Context: an optimization exercise on an open-source flow, tuned for small area. The choices shown serve that exercise and are no tape-out recipe. Only simulation tests tie the RTL to the original design; equivalence was not proved.

==> flow/design.v (excerpt) <==
module sequential_store #(
  parameter int unsigned NR_LANES       = 4,
  parameter int unsigned DLEN           = 64,
  parameter int unsigned AXI_DATA_WIDTH = 128,
  parameter int unsigned AXI_ADDR_WIDTH = 64
) (
  input  logic                          clk_i,
  input  logic                          rst_ni,
  input  logic                          rx_shfu_valid_i,
  output logic                          rx_shfu_ready_o,
  input  logic [DLEN*NR_LANES-1:0]      rx_shfu_nb_i,
  input  logic [DLEN/4*NR_LANES-1:0]    rx_shfu_en_i,
  input  logic                          meta_valid_i,
  output logic                          meta_ready_o,
  input  logic [$clog2(DLEN/4*NR_LANES)-1:0] meta_nb_ptr_i,
  input  logic                          txn_valid_i,
  output logic                          txn_ready_o,
  input  logic [AXI_ADDR_WIDTH-1:0]     txn_addr_i,
  input  logic                          txn_is_head_i,
  input  logic                          txn_last_beat_i,
  input  logic [$clog2(AXI_DATA_WIDTH/4):0] txn_lbn_i,
  input  logic                          txn_is_final_i,
  output logic                          w_valid_o,
  input  logic                          w_ready_i,
  output logic [AXI_DATA_WIDTH-1:0]     w_data_o,
  output logic [AXI_DATA_WIDTH/8-1:0]   w_strb_o,
  output logic                          w_last_o
);
clock: 10.0 ns
lec_check: 0
cap_margin: 0
core_margin: 2
core_utilization: 40
cts_buf_list: sky130_fd_sc_hd__clkbuf_16
cts_cluster_diameter: 80
cts_cluster_size: 40
slew_margin: 0
standard.sh (not shown) runs the stock make flow with config.mk's settings and CLKGATE_MAP_FILE= SYNTH_SCRIPT=/design/flow/synth_recipe.tcl, a recipe that flattens the netlist after the stock synthesis.
==> flow/flow/run.sh <==
#!/bin/bash
# Standard ORFS layout (the standard.sh) with these changes:
#  - synthesis maps combinational logic with an area-only ABC script (flow/synth.tcl, flow/area.abc);
#  - the rotation stage cells (sequential_store_aoi/_oai) are mapped on their own before the
#    design is flattened, so each stage element becomes a single inverting cell;
#  - port buffers are the smallest buffer (buf_1) instead of the resizer's default pick.
set -euo pipefail
here=$(pwd)
export MY_ABC_SCRIPT=$here/flow/area.abc
bash standard.sh SYNTH_SCRIPT=$here/flow/synth.tcl \
  "SYNTH_KEEP_MODULES=sequential_store_aoi sequential_store_oai" \
  "BUFFER_PORTS_ARGS=-buffer_cell sky130_fd_sc_hd__buf_1" finish > $here/standard.log 2>&1
==> flow/flow/area.abc <==
strash
dch
amap -F 3 -A 10 -C 1000
topo
==> flow/flow/synth.tcl <==
# synth_recipe.tcl with one change: ABC maps the combinational logic with an area-only script
# (flow/area.abc); everything else, including flip-flop mapping, is ORFS's synthesis unchanged.
proc synth {args} { yosys synth -nofsm -noshare {*}$args }
proc abc {args} {
  set i [lsearch -exact $args -script]
  if {$i >= 0} { lset args [expr {$i + 1}] $::env(MY_ABC_SCRIPT) }
  yosys abc {*}$args
}
source $::env(SCRIPTS_DIR)/synth.tcl
# left out here: clear keep_hierarchy, flatten, clean up, hide names made inside functions, write 1_2_yosys.v
The baseline completed with no timing, DRC or antenna violations.
Then changed:
--- a/flow/flow/run.sh
+++ b/flow/flow/run.sh
@@ -6 +6,2 @@
-#  - port buffers are the smallest buffer (buf_1) instead of the resizer's default pick.
+#  - port buffers are the smallest buffer (buf_1) instead of the resizer's default pick;
+#  - clock tree: larger sink clusters and no dummy load cells.
@@ -12 +13,3 @@
-  "BUFFER_PORTS_ARGS=-buffer_cell sky130_fd_sc_hd__buf_1" finish > $here/standard.log 2>&1
+  "BUFFER_PORTS_ARGS=-buffer_cell sky130_fd_sc_hd__buf_1" \
+  "CTS_ARGS=-sink_clustering_enable -repair_clock_nets -sink_clustering_size 30 -sink_clustering_max_diameter 70 -buf_list {sky130_fd_sc_hd__clkbuf_16} -dont_use_dummy_load" \
+  finish > $here/standard.log 2>&1
==> flow/config.mk (replaced) <==
export PLATFORM = sky130hd
export DESIGN_NAME = sequential_store
export DESIGN_NICKNAME = sequential_store
export VERILOG_FILES = /design/flow/design.v
export SDC_FILE = /design/flow/constraint.sdc
export NUM_CORES = 4
export LEC_CHECK = 0
export CAP_MARGIN = 20
export CORE_MARGIN = 2
export CORE_UTILIZATION = 65
export PLACE_DENSITY = 0.75
export SLEW_MARGIN = 20
The new run finished clean.
Die area drops by 38%.
Fmax is higher by 3.0%.
Design area drops by 2.8%.
Utilization increases by 28 points.
Setup slack improves by 0.26 ns.

## port drivers added, routing unchanged
The flow's constraints put no driver on any port. The routed layouts listed below were extracted and timed again, unchanged, in two steps.
Step 1: set_driving_cell puts a clkbuf_16 on clk_i and a buf_2 on each other input, an assumption about the parent block.
Step 2 adds t to the input delays and takes it off the output delays; t is the mean of the earliest and latest rising clock arrival at the registers after step 1. Input paths then give back, and output paths get back, about the clock's delay inside the block.
Slacks: ideal / step 1 / step 2; pairs: ideal / step 1.
run	t (ns)	setup WS [ns]	worst data-port slew with drivers (ns)	pins driven straight from the clock port
the first run	0.699	1.134 / 1.070 / 0.792	0.07	1
the second run	0.660	1.394 / 1.353 / 0.778	0.05	1
After both steps every run listed still meets setup and hold. For the second run, which loses most, drivers alone change the setup slack by -0.041 ns; drivers and shift together by -0.616 ns.
